This design comes from an exercise in tuning for small area, a short achievable clock period and few clock cycles per item on the open sky130 flow, not from production work.
No run shown here included a check of the RTL's function; only the layout flow was run.
Power and IR drop assume default switching activity.

==> flow/design.v (outline; a module is shown in full before it is edited, if it fits) <==
// module operandRegister: 34 lines
// module addSubUnit: 110 lines
// module multiplierArray: 614 lines
// module divFront: 607 lines
// module divBack: 839 lines
// module resultSelect: 47 lines
// module aluTop: 85 lines
module aluTop (
	input  logic                            clk,
	input  logic                            rstN,
	input  logic                            start,
	input  logic [aluPkg::operandWidth-1:0] a,
	input  logic [aluPkg::operandWidth-1:0] b,
	input  aluPkg::opcodeT                  op,
	output logic                            done,
	output logic [aluPkg::resultWidth-1:0]  result,
	output logic [aluPkg::errorWidth-1:0]   error
);
  // ...
==> flow/flow/run.sh <==
#!/bin/bash
# Own layout flow: the standard flow (standard.sh, unchanged synthesis), with
# - port buffers of a stronger cell than the smallest one buffer_ports picks by default,
# - timing repair aiming past the required slack (the clock and constraints are unchanged),
#   with resizing free to change a cell's footprint.
set -euo pipefail
MARGIN=$(cat flow/margin.txt)
bash standard.sh \
	"BUFFER_PORTS_ARGS=-buffer_cell sky130_fd_sc_hd__buf_4" \
	"SETUP_SLACK_MARGIN=$MARGIN" \
	"MATCH_CELL_FOOTPRINT=0" \
	finish > standard_flow.log 2>&1
==> flow/flow/margin.txt <==
23
==> flow/standard.sh <==
#!/bin/bash
# synth_recipe.tcl (not shown) runs the flow's synth.tcl, then flattens the netlist and writes it again
# the make line also repeats each setting of config.mk as NAME=value (left out here)
make -C /OpenROAD-flow-scripts/flow DESIGN_CONFIG=/design/flow/config.mk WORK_HOME=/design/flow/orfs CLKGATE_MAP_FILE= SYNTH_SCRIPT=/design/flow/synth_recipe.tcl "${@:-finish}"
==> flow/config.mk <==
export PLATFORM = sky130hd
export DESIGN_NAME = aluTop
export DESIGN_NICKNAME = aluTop
export VERILOG_FILES = /design/flow/design.v
export SDC_FILE = /design/flow/constraint.sdc
export NUM_CORES = 4
export LEC_CHECK = 0
export ABC_AREA = 1
export CAP_MARGIN = 20
export CORE_MARGIN = 2
export CORE_UTILIZATION = 40
export SLEW_MARGIN = 20
==> flow/constraint.sdc <==
create_clock -name core_clock -period 40.0 [get_ports {clk}]
set_input_delay 8.0000 -clock core_clock [delete_from_list [all_inputs] [get_ports {clk}]]
set_output_delay 8.0000 -clock core_clock [all_outputs]
set_load 0.01 [all_outputs]
==> results.txt, run 1 <==
status: no timing/DRC/antenna violations
top cell category: multi-input combinational cells
Reg area: 1150 um2
Total GRT Usage: 26.20%
Detail Placement HPWL: 59270 um
Setup crit end: result[6]
Seq. pwr: 66.7 uW
mux contribution to synthesized area: 0.09372%
Multi-In Gates: 2472
Flop pwr share: 4.6%
Hold EP: operandRegister_i.aQ[4]
setup TNS: 0 ns
final instance area: 23290 um2
TritonCTS buffer count: 9
Top Consumer: combinational cells
worst path bufs/invs: 7
nets@finish: 3690
met1 wire length: 32800 um
maximum vdd drop: 95.32 uV
Seq/total area: 4.937%
Top FF cell, synth: dfxtp_1
full die area: 55270 um2
Sw Pwr: 882.8 uW
most frequent cells in the layout: nand2_1 (686), inv_1 (457), ha_1 (307)
Synth Area in Adders: 34.82%
syn_area_per_cell: 6.895 um2
Arr. time, crit path: 8.57 ns
PwrDens: 62.51 nW/um2
total vias in the final route: 20930
Placed Instances: 3822
share of the synthesized area in the top cell type: 18.04%
CP Depth: 49
DP Area: 22670 um2
area of the multi-input gates: 18130 um2
pre-CTS WS: 22.62 ns
simple-gate share of the synthesized area: 23.55%
ANT cells: 0
Core Area: 52660 um2
worst path required time: 32.00 ns
Final Worst Setup Slack: 23.43 ns
Initial Util: 40.57%
sequential cell count: 57
non-clk buf share: 3.954%
==> module addSubUnit, before the edit <==
module addSubUnit (
	input  logic [aluPkg::operandWidth-1:0] aQ,
	input  logic [aluPkg::operandWidth-1:0] bQ,
	input  aluPkg::opcodeT                  opQ,
	output logic [aluPkg::resultWidth-1:0]  addSubResult,
	output logic                            overflow
);
	logic                    mode;
	logic [operandWidth-1:0] bInv;
	logic [operandWidth-1:0] total;
	logic                    carryOut;
	assign mode = opQ.fields.mode;
	assign bInv = bQ ^ {operandWidth{mode}};
	logic [16:0] sum_p, sum_g;
	assign sum_p[0] = mode ^ mode;
	assign sum_g[0] = mode & mode;
	assign sum_p[1] = aQ[0] ^ bInv[0];
	assign sum_g[1] = aQ[0] & bInv[0];
	assign sum_p[2] = aQ[1] ^ bInv[1];
	assign sum_g[2] = aQ[1] & bInv[1];
	assign sum_p[3] = aQ[2] ^ bInv[2];
	assign sum_g[3] = aQ[2] & bInv[2];
	assign sum_p[4] = aQ[3] ^ bInv[3];
	assign sum_g[4] = aQ[3] & bInv[3];
	assign sum_p[5] = aQ[4] ^ bInv[4];
	assign sum_g[5] = aQ[4] & bInv[4];
	assign sum_p[6] = aQ[5] ^ bInv[5];
	assign sum_g[6] = aQ[5] & bInv[5];
	assign sum_p[7] = aQ[6] ^ bInv[6];
	assign sum_g[7] = aQ[6] & bInv[6];
	assign sum_p[8] = aQ[7] ^ bInv[7];
	assign sum_g[8] = aQ[7] & bInv[7];
	assign sum_p[9] = aQ[8] ^ bInv[8];
	assign sum_g[9] = aQ[8] & bInv[8];
	assign sum_p[10] = aQ[9] ^ bInv[9];
	assign sum_g[10] = aQ[9] & bInv[9];
	assign sum_p[11] = aQ[10] ^ bInv[10];
	assign sum_g[11] = aQ[10] & bInv[10];
	assign sum_p[12] = aQ[11] ^ bInv[11];
	assign sum_g[12] = aQ[11] & bInv[11];
	assign sum_p[13] = aQ[12] ^ bInv[12];
	assign sum_g[13] = aQ[12] & bInv[12];
	assign sum_p[14] = aQ[13] ^ bInv[13];
	assign sum_g[14] = aQ[13] & bInv[13];
	assign sum_p[15] = aQ[14] ^ bInv[14];
	assign sum_g[15] = aQ[14] & bInv[14];
	assign sum_p[16] = aQ[15] ^ bInv[15];
	assign sum_g[16] = aQ[15] & bInv[15];
	logic sum_G0; assign sum_G0 = sum_g[1] | (sum_p[1] & sum_g[0]);
	logic sum_G1; assign sum_G1 = sum_g[3] | (sum_p[3] & sum_g[2]);
	logic sum_P1; assign sum_P1 = sum_p[3] & sum_p[2];
	logic sum_G2; assign sum_G2 = sum_g[5] | (sum_p[5] & sum_g[4]);
	logic sum_P2; assign sum_P2 = sum_p[5] & sum_p[4];
	logic sum_G3; assign sum_G3 = sum_g[7] | (sum_p[7] & sum_g[6]);
	logic sum_P3; assign sum_P3 = sum_p[7] & sum_p[6];
	logic sum_G4; assign sum_G4 = sum_g[9] | (sum_p[9] & sum_g[8]);
	logic sum_P4; assign sum_P4 = sum_p[9] & sum_p[8];
	logic sum_G5; assign sum_G5 = sum_g[11] | (sum_p[11] & sum_g[10]);
	logic sum_P5; assign sum_P5 = sum_p[11] & sum_p[10];
	logic sum_G6; assign sum_G6 = sum_g[13] | (sum_p[13] & sum_g[12]);
	logic sum_P6; assign sum_P6 = sum_p[13] & sum_p[12];
	logic sum_G7; assign sum_G7 = sum_g[15] | (sum_p[15] & sum_g[14]);
	logic sum_P7; assign sum_P7 = sum_p[15] & sum_p[14];
	logic sum_G8; assign sum_G8 = sum_G1 | (sum_P1 & sum_G0);
	logic sum_G9; assign sum_G9 = sum_G3 | (sum_P3 & sum_G2);
	logic sum_P9; assign sum_P9 = sum_P3 & sum_P2;
	logic sum_G10; assign sum_G10 = sum_G5 | (sum_P5 & sum_G4);
	logic sum_P10; assign sum_P10 = sum_P5 & sum_P4;
	logic sum_G11; assign sum_G11 = sum_G7 | (sum_P7 & sum_G6);
	logic sum_P11; assign sum_P11 = sum_P7 & sum_P6;
	logic sum_G12; assign sum_G12 = sum_G9 | (sum_P9 & sum_G8);
	logic sum_G13; assign sum_G13 = sum_G11 | (sum_P11 & sum_G10);
	logic sum_P13; assign sum_P13 = sum_P11 & sum_P10;
	logic sum_G14; assign sum_G14 = sum_G13 | (sum_P13 & sum_G12);
	logic sum_G15; assign sum_G15 = sum_G10 | (sum_P10 & sum_G12);
	logic sum_G16; assign sum_G16 = sum_G2 | (sum_P2 & sum_G8);
	logic sum_G17; assign sum_G17 = sum_G4 | (sum_P4 & sum_G12);
	logic sum_G18; assign sum_G18 = sum_G6 | (sum_P6 & sum_G15);
	logic sum_G19; assign sum_G19 = sum_g[2] | (sum_p[2] & sum_G0);
	logic sum_G20; assign sum_G20 = sum_g[4] | (sum_p[4] & sum_G8);
	logic sum_G21; assign sum_G21 = sum_g[6] | (sum_p[6] & sum_G16);
	logic sum_G22; assign sum_G22 = sum_g[8] | (sum_p[8] & sum_G12);
	logic sum_G23; assign sum_G23 = sum_g[10] | (sum_p[10] & sum_G17);
	logic sum_G24; assign sum_G24 = sum_g[12] | (sum_p[12] & sum_G15);
	logic sum_G25; assign sum_G25 = sum_g[14] | (sum_p[14] & sum_G18);
	logic sum_G26; assign sum_G26 = sum_g[16] | (sum_p[16] & sum_G14);
	logic [16:0] sum_d;
	assign sum_d[0] = sum_p[0];
	assign sum_d[1] = sum_p[1] ^ sum_g[0];
	assign sum_d[2] = sum_p[2] ^ sum_G0;
	assign sum_d[3] = sum_p[3] ^ sum_G19;
	assign sum_d[4] = sum_p[4] ^ sum_G8;
	assign sum_d[5] = sum_p[5] ^ sum_G20;
	assign sum_d[6] = sum_p[6] ^ sum_G16;
	assign sum_d[7] = sum_p[7] ^ sum_G21;
	assign sum_d[8] = sum_p[8] ^ sum_G12;
	assign sum_d[9] = sum_p[9] ^ sum_G22;
	assign sum_d[10] = sum_p[10] ^ sum_G17;
	assign sum_d[11] = sum_p[11] ^ sum_G23;
	assign sum_d[12] = sum_p[12] ^ sum_G15;
	assign sum_d[13] = sum_p[13] ^ sum_G24;
	assign sum_d[14] = sum_p[14] ^ sum_G18;
	assign sum_d[15] = sum_p[15] ^ sum_G25;
	assign sum_d[16] = sum_p[16] ^ sum_G14;
	logic sum_ge; assign sum_ge = sum_G26;
	assign total    = sum_d[16:1];
	assign carryOut = sum_ge;
	assign overflow = mode ? ((aQ[15] ~^ bInv[15]) & (total[15] ^ aQ[15])) : carryOut;
	assign addSubResult = {{(resultWidth-operandWidth-1){1'b0}}, overflow, total};
endmodule
==> run 2: changes to the inputs <==
--- a/flow/design.v
+++ b/flow/design.v
@@ -58,116 +58,28 @@
 	input  logic [aluPkg::operandWidth-1:0] aQ,
 	input  logic [aluPkg::operandWidth-1:0] bQ,
 	input  aluPkg::opcodeT                  opQ,
 	output logic [aluPkg::resultWidth-1:0]  addSubResult,
 	output logic                            overflow
 );
 	logic                    mode;
 	logic [operandWidth-1:0] bInv;
-	logic [operandWidth-1:0] total;
-	logic                    carryOut;
-	assign mode = opQ.fields.mode;
-	assign bInv = bQ ^ {operandWidth{mode}};
-	logic [16:0] sum_p, sum_g;
-	assign sum_p[0] = mode ^ mode;
-	assign sum_g[0] = mode & mode;
-	assign sum_p[1] = aQ[0] ^ bInv[0];
-	assign sum_g[1] = aQ[0] & bInv[0];
-	assign sum_p[2] = aQ[1] ^ bInv[1];
-	assign sum_g[2] = aQ[1] & bInv[1];
-	assign sum_p[3] = aQ[2] ^ bInv[2];
-	assign sum_g[3] = aQ[2] & bInv[2];
-	assign sum_p[4] = aQ[3] ^ bInv[3];
-	assign sum_g[4] = aQ[3] & bInv[3];
-	assign sum_p[5] = aQ[4] ^ bInv[4];
-	assign sum_g[5] = aQ[4] & bInv[4];
-	assign sum_p[6] = aQ[5] ^ bInv[5];
-	assign sum_g[6] = aQ[5] & bInv[5];
-	assign sum_p[7] = aQ[6] ^ bInv[6];
-	assign sum_g[7] = aQ[6] & bInv[6];
-	assign sum_p[8] = aQ[7] ^ bInv[7];
-	assign sum_g[8] = aQ[7] & bInv[7];
-	assign sum_p[9] = aQ[8] ^ bInv[8];
-	assign sum_g[9] = aQ[8] & bInv[8];
-	assign sum_p[10] = aQ[9] ^ bInv[9];
-	assign sum_g[10] = aQ[9] & bInv[9];
-	assign sum_p[11] = aQ[10] ^ bInv[10];
-	assign sum_g[11] = aQ[10] & bInv[10];
-	assign sum_p[12] = aQ[11] ^ bInv[11];
-	assign sum_g[12] = aQ[11] & bInv[11];
-	assign sum_p[13] = aQ[12] ^ bInv[12];
-	assign sum_g[13] = aQ[12] & bInv[12];
-	assign sum_p[14] = aQ[13] ^ bInv[13];
-	assign sum_g[14] = aQ[13] & bInv[13];
-	assign sum_p[15] = aQ[14] ^ bInv[14];
-	assign sum_g[15] = aQ[14] & bInv[14];
-	assign sum_p[16] = aQ[15] ^ bInv[15];
-	assign sum_g[16] = aQ[15] & bInv[15];
-	logic sum_G0; assign sum_G0 = sum_g[1] | (sum_p[1] & sum_g[0]);
-	logic sum_G1; assign sum_G1 = sum_g[3] | (sum_p[3] & sum_g[2]);
-	logic sum_P1; assign sum_P1 = sum_p[3] & sum_p[2];
-	logic sum_G2; assign sum_G2 = sum_g[5] | (sum_p[5] & sum_g[4]);
-	logic sum_P2; assign sum_P2 = sum_p[5] & sum_p[4];
-	logic sum_G3; assign sum_G3 = sum_g[7] | (sum_p[7] & sum_g[6]);
-	logic sum_P3; assign sum_P3 = sum_p[7] & sum_p[6];
-	logic sum_G4; assign sum_G4 = sum_g[9] | (sum_p[9] & sum_g[8]);
-	logic sum_P4; assign sum_P4 = sum_p[9] & sum_p[8];
-	logic sum_G5; assign sum_G5 = sum_g[11] | (sum_p[11] & sum_g[10]);
-	logic sum_P5; assign sum_P5 = sum_p[11] & sum_p[10];
-	logic sum_G6; assign sum_G6 = sum_g[13] | (sum_p[13] & sum_g[12]);
-	logic sum_P6; assign sum_P6 = sum_p[13] & sum_p[12];
-	logic sum_G7; assign sum_G7 = sum_g[15] | (sum_p[15] & sum_g[14]);
-	logic sum_P7; assign sum_P7 = sum_p[15] & sum_p[14];
-	logic sum_G8; assign sum_G8 = sum_G1 | (sum_P1 & sum_G0);
-	logic sum_G9; assign sum_G9 = sum_G3 | (sum_P3 & sum_G2);
-	logic sum_P9; assign sum_P9 = sum_P3 & sum_P2;
-	logic sum_G10; assign sum_G10 = sum_G5 | (sum_P5 & sum_G4);
-	logic sum_P10; assign sum_P10 = sum_P5 & sum_P4;
-	logic sum_G11; assign sum_G11 = sum_G7 | (sum_P7 & sum_G6);
-	logic sum_P11; assign sum_P11 = sum_P7 & sum_P6;
-	logic sum_G12; assign sum_G12 = sum_G9 | (sum_P9 & sum_G8);
-	logic sum_G13; assign sum_G13 = sum_G11 | (sum_P11 & sum_G10);
-	logic sum_P13; assign sum_P13 = sum_P11 & sum_P10;
-	logic sum_G14; assign sum_G14 = sum_G13 | (sum_P13 & sum_G12);
-	logic sum_G15; assign sum_G15 = sum_G10 | (sum_P10 & sum_G12);
-	logic sum_G16; assign sum_G16 = sum_G2 | (sum_P2 & sum_G8);
-	logic sum_G17; assign sum_G17 = sum_G4 | (sum_P4 & sum_G12);
-	logic sum_G18; assign sum_G18 = sum_G6 | (sum_P6 & sum_G15);
-	logic sum_G19; assign sum_G19 = sum_g[2] | (sum_p[2] & sum_G0);
-	logic sum_G20; assign sum_G20 = sum_g[4] | (sum_p[4] & sum_G8);
-	logic sum_G21; assign sum_G21 = sum_g[6] | (sum_p[6] & sum_G16);
-	logic sum_G22; assign sum_G22 = sum_g[8] | (sum_p[8] & sum_G12);
-	logic sum_G23; assign sum_G23 = sum_g[10] | (sum_p[10] & sum_G17);
-	logic sum_G24; assign sum_G24 = sum_g[12] | (sum_p[12] & sum_G15);
-	logic sum_G25; assign sum_G25 = sum_g[14] | (sum_p[14] & sum_G18);
-	logic sum_G26; assign sum_G26 = sum_g[16] | (sum_p[16] & sum_G14);
-	logic [16:0] sum_d;
-	assign sum_d[0] = sum_p[0];
-	assign sum_d[1] = sum_p[1] ^ sum_g[0];
-	assign sum_d[2] = sum_p[2] ^ sum_G0;
-	assign sum_d[3] = sum_p[3] ^ sum_G19;
-	assign sum_d[4] = sum_p[4] ^ sum_G8;
-	assign sum_d[5] = sum_p[5] ^ sum_G20;
-	assign sum_d[6] = sum_p[6] ^ sum_G16;
-	assign sum_d[7] = sum_p[7] ^ sum_G21;
-	assign sum_d[8] = sum_p[8] ^ sum_G12;
-	assign sum_d[9] = sum_p[9] ^ sum_G22;
-	assign sum_d[10] = sum_p[10] ^ sum_G17;
-	assign sum_d[11] = sum_p[11] ^ sum_G23;
-	assign sum_d[12] = sum_p[12] ^ sum_G15;
-	assign sum_d[13] = sum_p[13] ^ sum_G24;
-	assign sum_d[14] = sum_p[14] ^ sum_G18;
-	assign sum_d[15] = sum_p[15] ^ sum_G25;
-	assign sum_d[16] = sum_p[16] ^ sum_G14;
-	logic sum_ge; assign sum_ge = sum_G26;
-	assign total    = sum_d[16:1];
-	assign carryOut = sum_ge;
-	assign overflow = mode ? ((aQ[15] ~^ bInv[15]) & (total[15] ^ aQ[15])) : carryOut;
-	assign addSubResult = {{(resultWidth-operandWidth-1){1'b0}}, overflow, total};
+	logic [operandWidth:0]   carry;
+	logic [operandWidth-1:0] sum;
+	assign mode     = opQ.fields.mode;
+	assign bInv     = bQ ^ {operandWidth{mode}};
+	assign carry[0] = mode;
+	for (genvar i = 0; i < operandWidth; i++)
+	begin : genBit
+		assign sum[i]     = aQ[i] ^ bInv[i] ^ carry[i];
+		assign carry[i+1] = (aQ[i] & bInv[i]) | (aQ[i] & carry[i]) | (bInv[i] & carry[i]);
+	end
+	assign overflow = mode ? (carry[operandWidth-1] ^ carry[operandWidth]) : carry[operandWidth];
+	assign addSubResult = {{(resultWidth-operandWidth-1){1'b0}}, overflow, sum};
 endmodule
 import aluPkg::*;
 module multiplierArray (
 	input  logic [aluPkg::operandWidth-1:0] aQ,
 	input  logic [aluPkg::operandWidth-1:0] bQ,
 	output logic [aluPkg::resultWidth-1:0]  product
 );
 	logic ts0, tc0;
@@ -772,27 +684,301 @@
 	assign tc131 = (ts102 & tc76) | (ts102 & tc101) | (tc76 & tc101);
 	assign ts132 = ts103 ^ 1'b1 ^ tc102;
 	assign tc132 = (ts103 & 1'b1) | (ts103 & tc102) | (1'b1 & tc102);
 	assign ts133 = ~neg7 ^ e8[15] ^ tc103;
 	assign tc133 = (~neg7 & e8[15]) | (~neg7 & tc103) | (e8[15] & tc103);
 	logic [31:0] rowA, rowB;
 	assign rowA = {ts133, ts132, ts131, ts130, ts129, ts128, ts127, ts126, ts125, ts124, ts123, ts122, ts121, ts120, ts119, ts118, ts117, ts116, ts115, ts114, ts113, ts112, ts111, ts110, ts109, ts108, ts107, ts106, ts105, ts104, e0[1], e0[0]};
 	assign rowB = {tc132, tc131, tc130, tc129, tc128, tc127, tc126, tc125, tc124, tc123, tc122, tc121, tc120, tc119, tc118, tc117, tc116, tc115, tc114, tc113, tc112, tc111, tc110, tc109, tc108, tc107, tc106, tc105, tc104, neg1, 1'b0, neg0};
-	assign product = rowA + rowB;
+	logic [31:0] fin_p, fin_g;
+	assign fin_p[0] = rowA[0] ^ rowB[0];
+	assign fin_g[0] = rowA[0] & rowB[0];
+	assign fin_p[1] = rowA[1] ^ rowB[1];
+	assign fin_g[1] = rowA[1] & rowB[1];
+	assign fin_p[2] = rowA[2] ^ rowB[2];
+	assign fin_g[2] = rowA[2] & rowB[2];
+	assign fin_p[3] = rowA[3] ^ rowB[3];
+	assign fin_g[3] = rowA[3] & rowB[3];
+	assign fin_p[4] = rowA[4] ^ rowB[4];
+	assign fin_g[4] = rowA[4] & rowB[4];
+	assign fin_p[5] = rowA[5] ^ rowB[5];
+	assign fin_g[5] = rowA[5] & rowB[5];
+	assign fin_p[6] = rowA[6] ^ rowB[6];
+	assign fin_g[6] = rowA[6] & rowB[6];
+	assign fin_p[7] = rowA[7] ^ rowB[7];
+	assign fin_g[7] = rowA[7] & rowB[7];
+	assign fin_p[8] = rowA[8] ^ rowB[8];
+	assign fin_g[8] = rowA[8] & rowB[8];
+	assign fin_p[9] = rowA[9] ^ rowB[9];
+	assign fin_g[9] = rowA[9] & rowB[9];
+	assign fin_p[10] = rowA[10] ^ rowB[10];
+	assign fin_g[10] = rowA[10] & rowB[10];
+	assign fin_p[11] = rowA[11] ^ rowB[11];
+	assign fin_g[11] = rowA[11] & rowB[11];
+	assign fin_p[12] = rowA[12] ^ rowB[12];
+	assign fin_g[12] = rowA[12] & rowB[12];
+	assign fin_p[13] = rowA[13] ^ rowB[13];
+	assign fin_g[13] = rowA[13] & rowB[13];
+	assign fin_p[14] = rowA[14] ^ rowB[14];
+	assign fin_g[14] = rowA[14] & rowB[14];
+	assign fin_p[15] = rowA[15] ^ rowB[15];
+	assign fin_g[15] = rowA[15] & rowB[15];
+	assign fin_p[16] = rowA[16] ^ rowB[16];
+	assign fin_g[16] = rowA[16] & rowB[16];
+	assign fin_p[17] = rowA[17] ^ rowB[17];
+	assign fin_g[17] = rowA[17] & rowB[17];
+	assign fin_p[18] = rowA[18] ^ rowB[18];
+	assign fin_g[18] = rowA[18] & rowB[18];
+	assign fin_p[19] = rowA[19] ^ rowB[19];
+	assign fin_g[19] = rowA[19] & rowB[19];
+	assign fin_p[20] = rowA[20] ^ rowB[20];
+	assign fin_g[20] = rowA[20] & rowB[20];
+	assign fin_p[21] = rowA[21] ^ rowB[21];
+	assign fin_g[21] = rowA[21] & rowB[21];
+	assign fin_p[22] = rowA[22] ^ rowB[22];
+	assign fin_g[22] = rowA[22] & rowB[22];
+	assign fin_p[23] = rowA[23] ^ rowB[23];
+	assign fin_g[23] = rowA[23] & rowB[23];
+	assign fin_p[24] = rowA[24] ^ rowB[24];
+	assign fin_g[24] = rowA[24] & rowB[24];
+	assign fin_p[25] = rowA[25] ^ rowB[25];
+	assign fin_g[25] = rowA[25] & rowB[25];
+	assign fin_p[26] = rowA[26] ^ rowB[26];
+	assign fin_g[26] = rowA[26] & rowB[26];
+	assign fin_p[27] = rowA[27] ^ rowB[27];
+	assign fin_g[27] = rowA[27] & rowB[27];
+	assign fin_p[28] = rowA[28] ^ rowB[28];
+	assign fin_g[28] = rowA[28] & rowB[28];
+	assign fin_p[29] = rowA[29] ^ rowB[29];
+	assign fin_g[29] = rowA[29] & rowB[29];
+	assign fin_p[30] = rowA[30] ^ rowB[30];
+	assign fin_g[30] = rowA[30] & rowB[30];
+	assign fin_p[31] = rowA[31] ^ rowB[31];
+	assign fin_g[31] = rowA[31] & rowB[31];
+	logic fin_G0; assign fin_G0 = fin_g[1] | (fin_p[1] & fin_g[0]);
+	logic fin_G1; assign fin_G1 = fin_g[3] | (fin_p[3] & fin_g[2]);
+	logic fin_P1; assign fin_P1 = fin_p[3] & fin_p[2];
+	logic fin_G2; assign fin_G2 = fin_g[5] | (fin_p[5] & fin_g[4]);
+	logic fin_P2; assign fin_P2 = fin_p[5] & fin_p[4];
+	logic fin_G3; assign fin_G3 = fin_g[7] | (fin_p[7] & fin_g[6]);
+	logic fin_P3; assign fin_P3 = fin_p[7] & fin_p[6];
+	logic fin_G4; assign fin_G4 = fin_g[9] | (fin_p[9] & fin_g[8]);
+	logic fin_P4; assign fin_P4 = fin_p[9] & fin_p[8];
+	logic fin_G5; assign fin_G5 = fin_g[11] | (fin_p[11] & fin_g[10]);
+	logic fin_P5; assign fin_P5 = fin_p[11] & fin_p[10];
+	logic fin_G6; assign fin_G6 = fin_g[13] | (fin_p[13] & fin_g[12]);
+	logic fin_P6; assign fin_P6 = fin_p[13] & fin_p[12];
+	logic fin_G7; assign fin_G7 = fin_g[15] | (fin_p[15] & fin_g[14]);
+	logic fin_P7; assign fin_P7 = fin_p[15] & fin_p[14];
+	logic fin_G8; assign fin_G8 = fin_g[17] | (fin_p[17] & fin_g[16]);
+	logic fin_P8; assign fin_P8 = fin_p[17] & fin_p[16];
+	logic fin_G9; assign fin_G9 = fin_g[19] | (fin_p[19] & fin_g[18]);
+	logic fin_P9; assign fin_P9 = fin_p[19] & fin_p[18];
+	logic fin_G10; assign fin_G10 = fin_g[21] | (fin_p[21] & fin_g[20]);
+	logic fin_P10; assign fin_P10 = fin_p[21] & fin_p[20];
+	logic fin_G11; assign fin_G11 = fin_g[23] | (fin_p[23] & fin_g[22]);
+	logic fin_P11; assign fin_P11 = fin_p[23] & fin_p[22];
+	logic fin_G12; assign fin_G12 = fin_g[25] | (fin_p[25] & fin_g[24]);
+	logic fin_P12; assign fin_P12 = fin_p[25] & fin_p[24];
+	logic fin_G13; assign fin_G13 = fin_g[27] | (fin_p[27] & fin_g[26]);
+	logic fin_P13; assign fin_P13 = fin_p[27] & fin_p[26];
+	logic fin_G14; assign fin_G14 = fin_g[29] | (fin_p[29] & fin_g[28]);
+	logic fin_P14; assign fin_P14 = fin_p[29] & fin_p[28];
+	logic fin_G15; assign fin_G15 = fin_g[31] | (fin_p[31] & fin_g[30]);
+	logic fin_P15; assign fin_P15 = fin_p[31] & fin_p[30];
+	logic fin_G16; assign fin_G16 = fin_G1 | (fin_P1 & fin_G0);
+	logic fin_G17; assign fin_G17 = fin_G3 | (fin_P3 & fin_G2);
+	logic fin_P17; assign fin_P17 = fin_P3 & fin_P2;
+	logic fin_G18; assign fin_G18 = fin_G5 | (fin_P5 & fin_G4);
+	logic fin_P18; assign fin_P18 = fin_P5 & fin_P4;
+	logic fin_G19; assign fin_G19 = fin_G7 | (fin_P7 & fin_G6);
+	logic fin_P19; assign fin_P19 = fin_P7 & fin_P6;
+	logic fin_G20; assign fin_G20 = fin_G9 | (fin_P9 & fin_G8);
+	logic fin_P20; assign fin_P20 = fin_P9 & fin_P8;
+	logic fin_G21; assign fin_G21 = fin_G11 | (fin_P11 & fin_G10);
+	logic fin_P21; assign fin_P21 = fin_P11 & fin_P10;
+	logic fin_G22; assign fin_G22 = fin_G13 | (fin_P13 & fin_G12);
+	logic fin_P22; assign fin_P22 = fin_P13 & fin_P12;
+	logic fin_G23; assign fin_G23 = fin_G15 | (fin_P15 & fin_G14);
+	logic fin_P23; assign fin_P23 = fin_P15 & fin_P14;
+	logic fin_G24; assign fin_G24 = fin_G17 | (fin_P17 & fin_G16);
+	logic fin_G25; assign fin_G25 = fin_G19 | (fin_P19 & fin_G18);
+	logic fin_P25; assign fin_P25 = fin_P19 & fin_P18;
+	logic fin_G26; assign fin_G26 = fin_G21 | (fin_P21 & fin_G20);
+	logic fin_P26; assign fin_P26 = fin_P21 & fin_P20;
+	logic fin_G27; assign fin_G27 = fin_G23 | (fin_P23 & fin_G22);
+	logic fin_P27; assign fin_P27 = fin_P23 & fin_P22;
+	logic fin_G28; assign fin_G28 = fin_G25 | (fin_P25 & fin_G24);
+	logic fin_G29; assign fin_G29 = fin_G27 | (fin_P27 & fin_G26);
+	logic fin_P29; assign fin_P29 = fin_P27 & fin_P26;
+	logic fin_G30; assign fin_G30 = fin_G29 | (fin_P29 & fin_G28);
+	logic fin_G31; assign fin_G31 = fin_G26 | (fin_P26 & fin_G28);
+	logic fin_G32; assign fin_G32 = fin_G18 | (fin_P18 & fin_G24);
+	logic fin_G33; assign fin_G33 = fin_G20 | (fin_P20 & fin_G28);
+	logic fin_G34; assign fin_G34 = fin_G22 | (fin_P22 & fin_G31);
+	logic fin_G35; assign fin_G35 = fin_G2 | (fin_P2 & fin_G16);
+	logic fin_G36; assign fin_G36 = fin_G4 | (fin_P4 & fin_G24);
+	logic fin_G37; assign fin_G37 = fin_G6 | (fin_P6 & fin_G32);
+	logic fin_G38; assign fin_G38 = fin_G8 | (fin_P8 & fin_G28);
+	logic fin_G39; assign fin_G39 = fin_G10 | (fin_P10 & fin_G33);
+	logic fin_G40; assign fin_G40 = fin_G12 | (fin_P12 & fin_G31);
+	logic fin_G41; assign fin_G41 = fin_G14 | (fin_P14 & fin_G34);
+	logic fin_G42; assign fin_G42 = fin_g[2] | (fin_p[2] & fin_G0);
+	logic fin_G43; assign fin_G43 = fin_g[4] | (fin_p[4] & fin_G16);
+	logic fin_G44; assign fin_G44 = fin_g[6] | (fin_p[6] & fin_G35);
+	logic fin_G45; assign fin_G45 = fin_g[8] | (fin_p[8] & fin_G24);
+	logic fin_G46; assign fin_G46 = fin_g[10] | (fin_p[10] & fin_G36);
+	logic fin_G47; assign fin_G47 = fin_g[12] | (fin_p[12] & fin_G32);
+	logic fin_G48; assign fin_G48 = fin_g[14] | (fin_p[14] & fin_G37);
+	logic fin_G49; assign fin_G49 = fin_g[16] | (fin_p[16] & fin_G28);
+	logic fin_G50; assign fin_G50 = fin_g[18] | (fin_p[18] & fin_G38);
+	logic fin_G51; assign fin_G51 = fin_g[20] | (fin_p[20] & fin_G33);
+	logic fin_G52; assign fin_G52 = fin_g[22] | (fin_p[22] & fin_G39);
+	logic fin_G53; assign fin_G53 = fin_g[24] | (fin_p[24] & fin_G31);
+	logic fin_G54; assign fin_G54 = fin_g[26] | (fin_p[26] & fin_G40);
+	logic fin_G55; assign fin_G55 = fin_g[28] | (fin_p[28] & fin_G34);
+	logic fin_G56; assign fin_G56 = fin_g[30] | (fin_p[30] & fin_G41);
+	logic [31:0] fin_d;
+	assign fin_d[0] = fin_p[0];
+	assign fin_d[1] = fin_p[1] ^ fin_g[0];
+	assign fin_d[2] = fin_p[2] ^ fin_G0;
+	assign fin_d[3] = fin_p[3] ^ fin_G42;
+	assign fin_d[4] = fin_p[4] ^ fin_G16;
+	assign fin_d[5] = fin_p[5] ^ fin_G43;
+	assign fin_d[6] = fin_p[6] ^ fin_G35;
+	assign fin_d[7] = fin_p[7] ^ fin_G44;
+	assign fin_d[8] = fin_p[8] ^ fin_G24;
+	assign fin_d[9] = fin_p[9] ^ fin_G45;
+	assign fin_d[10] = fin_p[10] ^ fin_G36;
+	assign fin_d[11] = fin_p[11] ^ fin_G46;
+	assign fin_d[12] = fin_p[12] ^ fin_G32;
+	assign fin_d[13] = fin_p[13] ^ fin_G47;
+	assign fin_d[14] = fin_p[14] ^ fin_G37;
+	assign fin_d[15] = fin_p[15] ^ fin_G48;
+	assign fin_d[16] = fin_p[16] ^ fin_G28;
+	assign fin_d[17] = fin_p[17] ^ fin_G49;
+	assign fin_d[18] = fin_p[18] ^ fin_G38;
+	assign fin_d[19] = fin_p[19] ^ fin_G50;
+	assign fin_d[20] = fin_p[20] ^ fin_G33;
+	assign fin_d[21] = fin_p[21] ^ fin_G51;
+	assign fin_d[22] = fin_p[22] ^ fin_G39;
+	assign fin_d[23] = fin_p[23] ^ fin_G52;
+	assign fin_d[24] = fin_p[24] ^ fin_G31;
+	assign fin_d[25] = fin_p[25] ^ fin_G53;
+	assign fin_d[26] = fin_p[26] ^ fin_G40;
+	assign fin_d[27] = fin_p[27] ^ fin_G54;
+	assign fin_d[28] = fin_p[28] ^ fin_G34;
+	assign fin_d[29] = fin_p[29] ^ fin_G55;
+	assign fin_d[30] = fin_p[30] ^ fin_G41;
+	assign fin_d[31] = fin_p[31] ^ fin_G56;
+	logic fin_ge; assign fin_ge = fin_G30;
+	assign product = fin_d;
 endmodule
 module divFront (
 	input  logic [15:0] aIn,
 	input  logic [15:0] bIn,
 	output logic [15:6] qHi,
 	output logic [9:0] remHi
 );
 	logic [15:0] q;
 	logic [18:0] b3;
-	assign b3 = {3'b0, bIn} + ({3'b0, bIn} << 1);
+	logic [16:0] b3s_p, b3s_g;
+	assign b3s_p[0] = bIn[0] ^ 1'b0;
+	assign b3s_g[0] = bIn[0] & 1'b0;
+	assign b3s_p[1] = bIn[1] ^ bIn[0];
+	assign b3s_g[1] = bIn[1] & bIn[0];
+	assign b3s_p[2] = bIn[2] ^ bIn[1];
+	assign b3s_g[2] = bIn[2] & bIn[1];
+	assign b3s_p[3] = bIn[3] ^ bIn[2];
+	assign b3s_g[3] = bIn[3] & bIn[2];
+	assign b3s_p[4] = bIn[4] ^ bIn[3];
+	assign b3s_g[4] = bIn[4] & bIn[3];
+	assign b3s_p[5] = bIn[5] ^ bIn[4];
+	assign b3s_g[5] = bIn[5] & bIn[4];
+	assign b3s_p[6] = bIn[6] ^ bIn[5];
+	assign b3s_g[6] = bIn[6] & bIn[5];
+	assign b3s_p[7] = bIn[7] ^ bIn[6];
+	assign b3s_g[7] = bIn[7] & bIn[6];
+	assign b3s_p[8] = bIn[8] ^ bIn[7];
+	assign b3s_g[8] = bIn[8] & bIn[7];
+	assign b3s_p[9] = bIn[9] ^ bIn[8];
+	assign b3s_g[9] = bIn[9] & bIn[8];
+	assign b3s_p[10] = bIn[10] ^ bIn[9];
+	assign b3s_g[10] = bIn[10] & bIn[9];
+	assign b3s_p[11] = bIn[11] ^ bIn[10];
+	assign b3s_g[11] = bIn[11] & bIn[10];
+	assign b3s_p[12] = bIn[12] ^ bIn[11];
+	assign b3s_g[12] = bIn[12] & bIn[11];
+	assign b3s_p[13] = bIn[13] ^ bIn[12];
+	assign b3s_g[13] = bIn[13] & bIn[12];
+	assign b3s_p[14] = bIn[14] ^ bIn[13];
+	assign b3s_g[14] = bIn[14] & bIn[13];
+	assign b3s_p[15] = bIn[15] ^ bIn[14];
+	assign b3s_g[15] = bIn[15] & bIn[14];
+	assign b3s_p[16] = 1'b0 ^ bIn[15];
+	assign b3s_g[16] = 1'b0 & bIn[15];
+	logic b3s_G0; assign b3s_G0 = b3s_g[1] | (b3s_p[1] & b3s_g[0]);
+	logic b3s_G1; assign b3s_G1 = b3s_g[3] | (b3s_p[3] & b3s_g[2]);
+	logic b3s_P1; assign b3s_P1 = b3s_p[3] & b3s_p[2];
+	logic b3s_G2; assign b3s_G2 = b3s_g[5] | (b3s_p[5] & b3s_g[4]);
+	logic b3s_P2; assign b3s_P2 = b3s_p[5] & b3s_p[4];
+	logic b3s_G3; assign b3s_G3 = b3s_g[7] | (b3s_p[7] & b3s_g[6]);
+	logic b3s_P3; assign b3s_P3 = b3s_p[7] & b3s_p[6];
+	logic b3s_G4; assign b3s_G4 = b3s_g[9] | (b3s_p[9] & b3s_g[8]);
+	logic b3s_P4; assign b3s_P4 = b3s_p[9] & b3s_p[8];
+	logic b3s_G5; assign b3s_G5 = b3s_g[11] | (b3s_p[11] & b3s_g[10]);
+	logic b3s_P5; assign b3s_P5 = b3s_p[11] & b3s_p[10];
+	logic b3s_G6; assign b3s_G6 = b3s_g[13] | (b3s_p[13] & b3s_g[12]);
+	logic b3s_P6; assign b3s_P6 = b3s_p[13] & b3s_p[12];
+	logic b3s_G7; assign b3s_G7 = b3s_g[15] | (b3s_p[15] & b3s_g[14]);
+	logic b3s_P7; assign b3s_P7 = b3s_p[15] & b3s_p[14];
+	logic b3s_G8; assign b3s_G8 = b3s_G1 | (b3s_P1 & b3s_G0);
+	logic b3s_G9; assign b3s_G9 = b3s_G3 | (b3s_P3 & b3s_G2);
+	logic b3s_P9; assign b3s_P9 = b3s_P3 & b3s_P2;
+	logic b3s_G10; assign b3s_G10 = b3s_G5 | (b3s_P5 & b3s_G4);
+	logic b3s_P10; assign b3s_P10 = b3s_P5 & b3s_P4;
+	logic b3s_G11; assign b3s_G11 = b3s_G7 | (b3s_P7 & b3s_G6);
+	logic b3s_P11; assign b3s_P11 = b3s_P7 & b3s_P6;
+	logic b3s_G12; assign b3s_G12 = b3s_G9 | (b3s_P9 & b3s_G8);
+	logic b3s_G13; assign b3s_G13 = b3s_G11 | (b3s_P11 & b3s_G10);
+	logic b3s_P13; assign b3s_P13 = b3s_P11 & b3s_P10;
+	logic b3s_G14; assign b3s_G14 = b3s_G13 | (b3s_P13 & b3s_G12);
+	logic b3s_G15; assign b3s_G15 = b3s_G10 | (b3s_P10 & b3s_G12);
+	logic b3s_G16; assign b3s_G16 = b3s_G2 | (b3s_P2 & b3s_G8);
+	logic b3s_G17; assign b3s_G17 = b3s_G4 | (b3s_P4 & b3s_G12);
+	logic b3s_G18; assign b3s_G18 = b3s_G6 | (b3s_P6 & b3s_G15);
+	logic b3s_G19; assign b3s_G19 = b3s_g[2] | (b3s_p[2] & b3s_G0);
+	logic b3s_G20; assign b3s_G20 = b3s_g[4] | (b3s_p[4] & b3s_G8);
+	logic b3s_G21; assign b3s_G21 = b3s_g[6] | (b3s_p[6] & b3s_G16);
+	logic b3s_G22; assign b3s_G22 = b3s_g[8] | (b3s_p[8] & b3s_G12);
+	logic b3s_G23; assign b3s_G23 = b3s_g[10] | (b3s_p[10] & b3s_G17);
+	logic b3s_G24; assign b3s_G24 = b3s_g[12] | (b3s_p[12] & b3s_G15);
+	logic b3s_G25; assign b3s_G25 = b3s_g[14] | (b3s_p[14] & b3s_G18);
+	logic b3s_G26; assign b3s_G26 = b3s_g[16] | (b3s_p[16] & b3s_G14);
+	logic [16:0] b3s_d;
+	assign b3s_d[0] = b3s_p[0];
+	assign b3s_d[1] = b3s_p[1] ^ b3s_g[0];
+	assign b3s_d[2] = b3s_p[2] ^ b3s_G0;
+	assign b3s_d[3] = b3s_p[3] ^ b3s_G19;
+	assign b3s_d[4] = b3s_p[4] ^ b3s_G8;
+	assign b3s_d[5] = b3s_p[5] ^ b3s_G20;
+	assign b3s_d[6] = b3s_p[6] ^ b3s_G16;
+	assign b3s_d[7] = b3s_p[7] ^ b3s_G21;
+	assign b3s_d[8] = b3s_p[8] ^ b3s_G12;
+	assign b3s_d[9] = b3s_p[9] ^ b3s_G22;
+	assign b3s_d[10] = b3s_p[10] ^ b3s_G17;
+	assign b3s_d[11] = b3s_p[11] ^ b3s_G23;
+	assign b3s_d[12] = b3s_p[12] ^ b3s_G15;
+	assign b3s_d[13] = b3s_p[13] ^ b3s_G24;
+	assign b3s_d[14] = b3s_p[14] ^ b3s_G18;
+	assign b3s_d[15] = b3s_p[15] ^ b3s_G25;
+	assign b3s_d[16] = b3s_p[16] ^ b3s_G14;
+	logic b3s_ge; assign b3s_ge = b3s_G26;
+	assign b3 = {1'b0, b3s_ge, b3s_d};
 	logic [1:0] x0;
 	assign x0 = aIn[15:14];
 	logic [18:0] m0_1;
 	logic [2:0] d0_1;
 	logic ge0_1;
 	assign m0_1 = {3'b0, bIn};
 	logic [1:0] s0_1_p, s0_1_g;
 	assign s0_1_p[0] = ~(x0[0] ^ m0_1[0]);
@@ -1392,17 +1578,109 @@
 	input  logic [15:6] qHi,
 	input  logic [9:0] remHi,
 	output logic [15:0] quotient,
 	output logic [15:0] remainder,
 	output logic        divZero
 );
 	logic [15:0] q;
 	logic [18:0] b3;
-	assign b3 = {3'b0, bIn} + ({3'b0, bIn} << 1);
+	logic [16:0] b3s_p, b3s_g;
+	assign b3s_p[0] = bIn[0] ^ 1'b0;
+	assign b3s_g[0] = bIn[0] & 1'b0;
+	assign b3s_p[1] = bIn[1] ^ bIn[0];
+	assign b3s_g[1] = bIn[1] & bIn[0];
+	assign b3s_p[2] = bIn[2] ^ bIn[1];
+	assign b3s_g[2] = bIn[2] & bIn[1];
+	assign b3s_p[3] = bIn[3] ^ bIn[2];
+	assign b3s_g[3] = bIn[3] & bIn[2];
+	assign b3s_p[4] = bIn[4] ^ bIn[3];
+	assign b3s_g[4] = bIn[4] & bIn[3];
+	assign b3s_p[5] = bIn[5] ^ bIn[4];
+	assign b3s_g[5] = bIn[5] & bIn[4];
+	assign b3s_p[6] = bIn[6] ^ bIn[5];
+	assign b3s_g[6] = bIn[6] & bIn[5];
+	assign b3s_p[7] = bIn[7] ^ bIn[6];
+	assign b3s_g[7] = bIn[7] & bIn[6];
+	assign b3s_p[8] = bIn[8] ^ bIn[7];
+	assign b3s_g[8] = bIn[8] & bIn[7];
+	assign b3s_p[9] = bIn[9] ^ bIn[8];
+	assign b3s_g[9] = bIn[9] & bIn[8];
+	assign b3s_p[10] = bIn[10] ^ bIn[9];
+	assign b3s_g[10] = bIn[10] & bIn[9];
+	assign b3s_p[11] = bIn[11] ^ bIn[10];
+	assign b3s_g[11] = bIn[11] & bIn[10];
+	assign b3s_p[12] = bIn[12] ^ bIn[11];
+	assign b3s_g[12] = bIn[12] & bIn[11];
+	assign b3s_p[13] = bIn[13] ^ bIn[12];
+	assign b3s_g[13] = bIn[13] & bIn[12];
+	assign b3s_p[14] = bIn[14] ^ bIn[13];
+	assign b3s_g[14] = bIn[14] & bIn[13];
+	assign b3s_p[15] = bIn[15] ^ bIn[14];
+	assign b3s_g[15] = bIn[15] & bIn[14];
+	assign b3s_p[16] = 1'b0 ^ bIn[15];
+	assign b3s_g[16] = 1'b0 & bIn[15];
+	logic b3s_G0; assign b3s_G0 = b3s_g[1] | (b3s_p[1] & b3s_g[0]);
+	logic b3s_G1; assign b3s_G1 = b3s_g[3] | (b3s_p[3] & b3s_g[2]);
+	logic b3s_P1; assign b3s_P1 = b3s_p[3] & b3s_p[2];
+	logic b3s_G2; assign b3s_G2 = b3s_g[5] | (b3s_p[5] & b3s_g[4]);
+	logic b3s_P2; assign b3s_P2 = b3s_p[5] & b3s_p[4];
+	logic b3s_G3; assign b3s_G3 = b3s_g[7] | (b3s_p[7] & b3s_g[6]);
+	logic b3s_P3; assign b3s_P3 = b3s_p[7] & b3s_p[6];
+	logic b3s_G4; assign b3s_G4 = b3s_g[9] | (b3s_p[9] & b3s_g[8]);
+	logic b3s_P4; assign b3s_P4 = b3s_p[9] & b3s_p[8];
+	logic b3s_G5; assign b3s_G5 = b3s_g[11] | (b3s_p[11] & b3s_g[10]);
+	logic b3s_P5; assign b3s_P5 = b3s_p[11] & b3s_p[10];
+	logic b3s_G6; assign b3s_G6 = b3s_g[13] | (b3s_p[13] & b3s_g[12]);
+	logic b3s_P6; assign b3s_P6 = b3s_p[13] & b3s_p[12];
+	logic b3s_G7; assign b3s_G7 = b3s_g[15] | (b3s_p[15] & b3s_g[14]);
+	logic b3s_P7; assign b3s_P7 = b3s_p[15] & b3s_p[14];
+	logic b3s_G8; assign b3s_G8 = b3s_G1 | (b3s_P1 & b3s_G0);
+	logic b3s_G9; assign b3s_G9 = b3s_G3 | (b3s_P3 & b3s_G2);
+	logic b3s_P9; assign b3s_P9 = b3s_P3 & b3s_P2;
+	logic b3s_G10; assign b3s_G10 = b3s_G5 | (b3s_P5 & b3s_G4);
+	logic b3s_P10; assign b3s_P10 = b3s_P5 & b3s_P4;
+	logic b3s_G11; assign b3s_G11 = b3s_G7 | (b3s_P7 & b3s_G6);
+	logic b3s_P11; assign b3s_P11 = b3s_P7 & b3s_P6;
+	logic b3s_G12; assign b3s_G12 = b3s_G9 | (b3s_P9 & b3s_G8);
+	logic b3s_G13; assign b3s_G13 = b3s_G11 | (b3s_P11 & b3s_G10);
+	logic b3s_P13; assign b3s_P13 = b3s_P11 & b3s_P10;
+	logic b3s_G14; assign b3s_G14 = b3s_G13 | (b3s_P13 & b3s_G12);
+	logic b3s_G15; assign b3s_G15 = b3s_G10 | (b3s_P10 & b3s_G12);
+	logic b3s_G16; assign b3s_G16 = b3s_G2 | (b3s_P2 & b3s_G8);
+	logic b3s_G17; assign b3s_G17 = b3s_G4 | (b3s_P4 & b3s_G12);
+	logic b3s_G18; assign b3s_G18 = b3s_G6 | (b3s_P6 & b3s_G15);
+	logic b3s_G19; assign b3s_G19 = b3s_g[2] | (b3s_p[2] & b3s_G0);
+	logic b3s_G20; assign b3s_G20 = b3s_g[4] | (b3s_p[4] & b3s_G8);
+	logic b3s_G21; assign b3s_G21 = b3s_g[6] | (b3s_p[6] & b3s_G16);
+	logic b3s_G22; assign b3s_G22 = b3s_g[8] | (b3s_p[8] & b3s_G12);
+	logic b3s_G23; assign b3s_G23 = b3s_g[10] | (b3s_p[10] & b3s_G17);
+	logic b3s_G24; assign b3s_G24 = b3s_g[12] | (b3s_p[12] & b3s_G15);
+	logic b3s_G25; assign b3s_G25 = b3s_g[14] | (b3s_p[14] & b3s_G18);
+	logic b3s_G26; assign b3s_G26 = b3s_g[16] | (b3s_p[16] & b3s_G14);
+	logic [16:0] b3s_d;
+	assign b3s_d[0] = b3s_p[0];
+	assign b3s_d[1] = b3s_p[1] ^ b3s_g[0];
+	assign b3s_d[2] = b3s_p[2] ^ b3s_G0;
+	assign b3s_d[3] = b3s_p[3] ^ b3s_G19;
+	assign b3s_d[4] = b3s_p[4] ^ b3s_G8;
+	assign b3s_d[5] = b3s_p[5] ^ b3s_G20;
+	assign b3s_d[6] = b3s_p[6] ^ b3s_G16;
+	assign b3s_d[7] = b3s_p[7] ^ b3s_G21;
+	assign b3s_d[8] = b3s_p[8] ^ b3s_G12;
+	assign b3s_d[9] = b3s_p[9] ^ b3s_G22;
+	assign b3s_d[10] = b3s_p[10] ^ b3s_G17;
+	assign b3s_d[11] = b3s_p[11] ^ b3s_G23;
+	assign b3s_d[12] = b3s_p[12] ^ b3s_G15;
+	assign b3s_d[13] = b3s_p[13] ^ b3s_G24;
+	assign b3s_d[14] = b3s_p[14] ^ b3s_G18;
+	assign b3s_d[15] = b3s_p[15] ^ b3s_G25;
+	assign b3s_d[16] = b3s_p[16] ^ b3s_G14;
+	logic b3s_ge; assign b3s_ge = b3s_G26;
+	assign b3 = {1'b0, b3s_ge, b3s_d};
 	assign q[15:6] = qHi;
 	logic [11:0] x5;
 	assign x5 = {remHi, aIn[5:4]};
 	logic [18:0] m5_1;
 	logic [12:0] d5_1;
 	logic ge5_1;
 	assign m5_1 = {3'b0, bIn};
 	logic [11:0] s5_1_p, s5_1_g;
==> run 2 against run 1 <==
Clock power increased by 1%. Sequential power decreased by 1%. Count of clock-buffer cells in the layout unchanged. Worst setup slack got worse by 0.17 ns. First-iteration DRC count decreased by 15%. Core utilization increased by 0.10 points. Final area decreased by 2.9%. Sequential cell count unchanged. Routed wire length decreased by 2.5%. Total power decreased by 16%. Global-route usage increased by 0.67 points. Critical endpoint unchanged. Largest cell class unchanged.
==> results.txt, run 2 <==
status: no timing/DRC/antenna violations (unchanged)
fillers: 5204 (was 5509)
Vias/cell: 5.439 (was 5.427)
worst path required time: 32.00 ns (about the same)
grt total ovfl: 0 (unchanged)
hold depth: 1 (unchanged)
Power Total: 1228 uW (was 1456 uW)
Slowest cell on crit path: fa_2 (was fa_1)
row count: 83 (was 84)
Total GRT Usage: 26.86% (was 26.20%)
clock sinks: 57 (unchanged)
Crit Path Max Fanout: 25 (was 16)
static leakage: 0.01172 uW (was 0.01218 uW)
Synth Area in XOR/XNOR: 10.96% (was 10.95%)
setup TNS: 0 ns (unchanged)
Top FF cell, synth: dfxtp_1 (unchanged)
sequential area share after synthesis: 5.555% (was 5.342%)
Mapped Cells: 2855 (was 3098)
maximum root-to-sink buffer count: 2 (unchanged)
crit start category: flop (unchanged)
Most common cell on crit path: nand2_1 (unchanged)
largest family of logic cells by synthesized area: adder cells (unchanged)
initial antenna violation count: 0 (was 1)
PwrDens: 54.31 nW/um2 (was 62.51 nW/um2)
RSZ-0062 raised after global routing: no (was yes)
synthesized area: 20540 um2 (was 21360 um2)
TritonCTS clock tree: yes (unchanged)
Arr. time, crit path: 8.74 ns (was 8.57 ns)
ANT cells: 0 (unchanged)
full die area: 53180 um2 (was 55270 um2)
most frequent cells in the layout: nand2_1 (622), inv_1 (446), ha_1 (284) (was nand2_1 (686), inv_1 (457), ha_1 (307))
Post-CTS Hold Buffers: 0 (unchanged)
Total Wirelength: 72180 um (was 74000 um)
Final Util: 44.34% (was 44.23%)
pre-CTS WS: 22.34 ns (was 22.62 ns)
simple-gate share of the synthesized area: 21.29% (was 23.55%)
Final period util: 41.86% (was 41.43%)
Detail Placement HPWL: 57810 um (was 59270 um)
share of the synthesized area in the top cell type: 20.47% (was 18.04%)
slew of the pin with the lowest slew margin: 0.9387 ns (was 0.9208 ns)
MaxCap Viol Count: 0 (unchanged)
number of global-route vias before repair: 19210 (was 19870)
Post-synth top cells: nand2_1 (632), inv_1 (454), ha_1 (289) (was nand2_1 (689), inv_1 (463), ha_1 (308))
worst path bufs/invs: 8 (was 7)
CP delay by family, top: simple AND/OR/NAND/NOR gates (unchanged)
total vias in the final route: 19620 (was 20930)
First-pass DRT Iterations: 6 (unchanged)
Post-synth EDFFs: 0 (unchanged)
max_slew headroom: 37.34% (was 38.39%)
nets@finish: 3461 (was 3690)
TritonCTS buffer count: 9 (unchanged)
worst stage delay on the critical path: 0.67 ns (was 0.42 ns)
first-pass GRT wire length: 110500 um (was 114300 um)
Async SR Flop Fraction: 0% (unchanged)
Setup crit end kind: primary output (unchanged)
Slew Viols, Final: 0 (unchanged)
Tmin final: 16.74 ns (was 16.57 ns)
syn_area_per_cell: 7.195 um2 (was 6.895 um2)
Die Y: 230.6 um (was 235.1 um)
Distinct cells, synth: 57 (was 64)
largest net degree at the start of global routing: 28 (was 27)
IO Count: 74 (unchanged)
Initial Util: 40.29% (was 40.57%)
H-tree lvl count: 3 (unchanged)
CP Depth: 44 (was 49)
commonest non-fill, non-tap cell in the layout: nand2_1 (unchanged)
DIE WIDTH: 230.6 um (was 235.1 um)
maximum vdd drop: 64.54 uV (was 95.32 uV)
drt initial violations: 1586 (was 1870)
Post-DRT Antenna Nets: 0 (unchanged)
Reg clk slew, reported paths: 0.08 ns (was 0.06 ns)
synthesized flop and latch total: 57 (unchanged)
Final Worst Setup Slack: 23.26 ns (was 23.43 ns)
Root Driver: clkbuf_16 (unchanged)
wire length per cell: 20.01 um (was 19.18 um)
synth top area cells: fa_1 (20%), ha_1 (18%), nand2_1 (12%) (was ha_1 (18%), fa_1 (17%), nand2_1 (12%))
Core Area: 50990 um2 (was 52660 um2)
setup violators final: 0 (unchanged)
post-synth net total: 3393 (was 3624)
compound-cell area share of the yosys netlist: 13.50% (was 14.87%)
worst min path class: in2reg (unchanged)
GPL Wtd Cong: 0.9970 (was 0.9738)
mux contribution to synthesized area: 0.04873% (was 0.09372%)
area growth from synthesis to layout: 10.05% (was 9.038%)
Max Freq: 59.72 MHz (was 60.35 MHz)
share of layout cells above drive strength 1: 9.290% (was 8.394%)
most frequent cell after synthesis: nand2_1 (unchanged)
port bufs: 73 (unchanged)
synth warn: 2 (unchanged)
Setup CP Type: reg2out (unchanged)
Synth Area in Adders: 38.07% (was 34.82%)
Top Registers: operandRegister_i.aQ (16), operandRegister_i.bQ (16) (unchanged)
DRC errors left: 0 (unchanged)
count of final hold-check violations: 0 (unchanged)
post-synth top area cell: fa_1 (was ha_1)
run 2: timing repair:
item	in CTS	in global routing
gates cloned	2	1
pin swaps	0	5
buffers inserted	1	20
endpoints found under the setup margin	16	27
hold endpoints to repair	0	0
resized for setup	21	49
run 2: power by group:
group	internal, uW	switching (uW)	leakage, uW
logic	440	641	0.0111
registers	59.5	6.45	0.000477
clock network	50.0	31.4	0.000141
total	549	679	0.0117
run 2: logic make-up (layout without fill, tap and decap cells):
kind of cell,Yosys count,count (layout)
AND/OR/NAND/NOR,1033,1034
buffers and inverters,557,629
multiplexers,1,1
adder cells (fa/ha/maj),499,499
XOR/XNOR,257,257
flip-flops,57,57
AO/OA/AOI/OAI,451,451
run 2: area by class of cell:
type,instances,area (um2),area share [%]
tap,680,850.8,3.764
clock inverter,6,66.31,0.2933
timing repair inverter,2,12.51,0.05535
clock buffer,10,239.0,1.057
multi-input combinational,2242,17440,77.16
inverter,487,1882,8.324
timing repair buffer,124,963.4,4.262
sequential,57,1149,5.081
run 2: worst paths after layout:
path,from,to
min,a[1],operandRegister_i.aQ[1]
max,operandRegister_i.bQ[5],result[6]
run 2: per-stage QoR:
step                      std cells  instance area (um2)  hold WS [ns]
after floorplan                2855                20540         8.028
after global placement         3568                21820         8.106
after detailed placement       3568                21820         8.106
after CTS                      3587                22220         7.743
after global routing           3608                22610         7.747
final                          3608                22610         7.745
run 2: metal layers:
layer  share of wire, %  up-vias  track usage (%)
met5                  0        -                0
met4                3.5        0            8.972
met3                6.3      136            2.396
met2                 46      781            44.32
met1                 44     9362            36.92
li1                   -     9344                -

-- port drivers added, routing unchanged --
The results above use ideal ports. As a check the final layouts listed here were re-extracted and re-timed, cells and wires unchanged. Step 1 sets driving cells, clkbuf_16 on the clock port and buf_2 on the other inputs (assumed; they add their load-dependent delay and slew). Step 2 adds t to the input delays and takes it off the output delays; t is the mean of the earliest and latest rising clock arrival at the registers after step 1. Input paths then give back, and output paths get back, about the clock's delay inside the block. a / b / c = no drivers / after step 1 / after step 2; a / b = the first two.
run	t, ns	slack for setup (ns)	latest minus earliest clock arrival (ns)	worst data-port slew with drivers (ns)	pins driven straight from the clock port
run 1	0.380	23.429 / 23.384 / 23.503	0.015 / 0.015	0.04	1
run 2	0.387	23.255 / 23.210 / 23.294	0.025 / 0.025	0.07	1
After both steps every run listed still meets setup and hold.
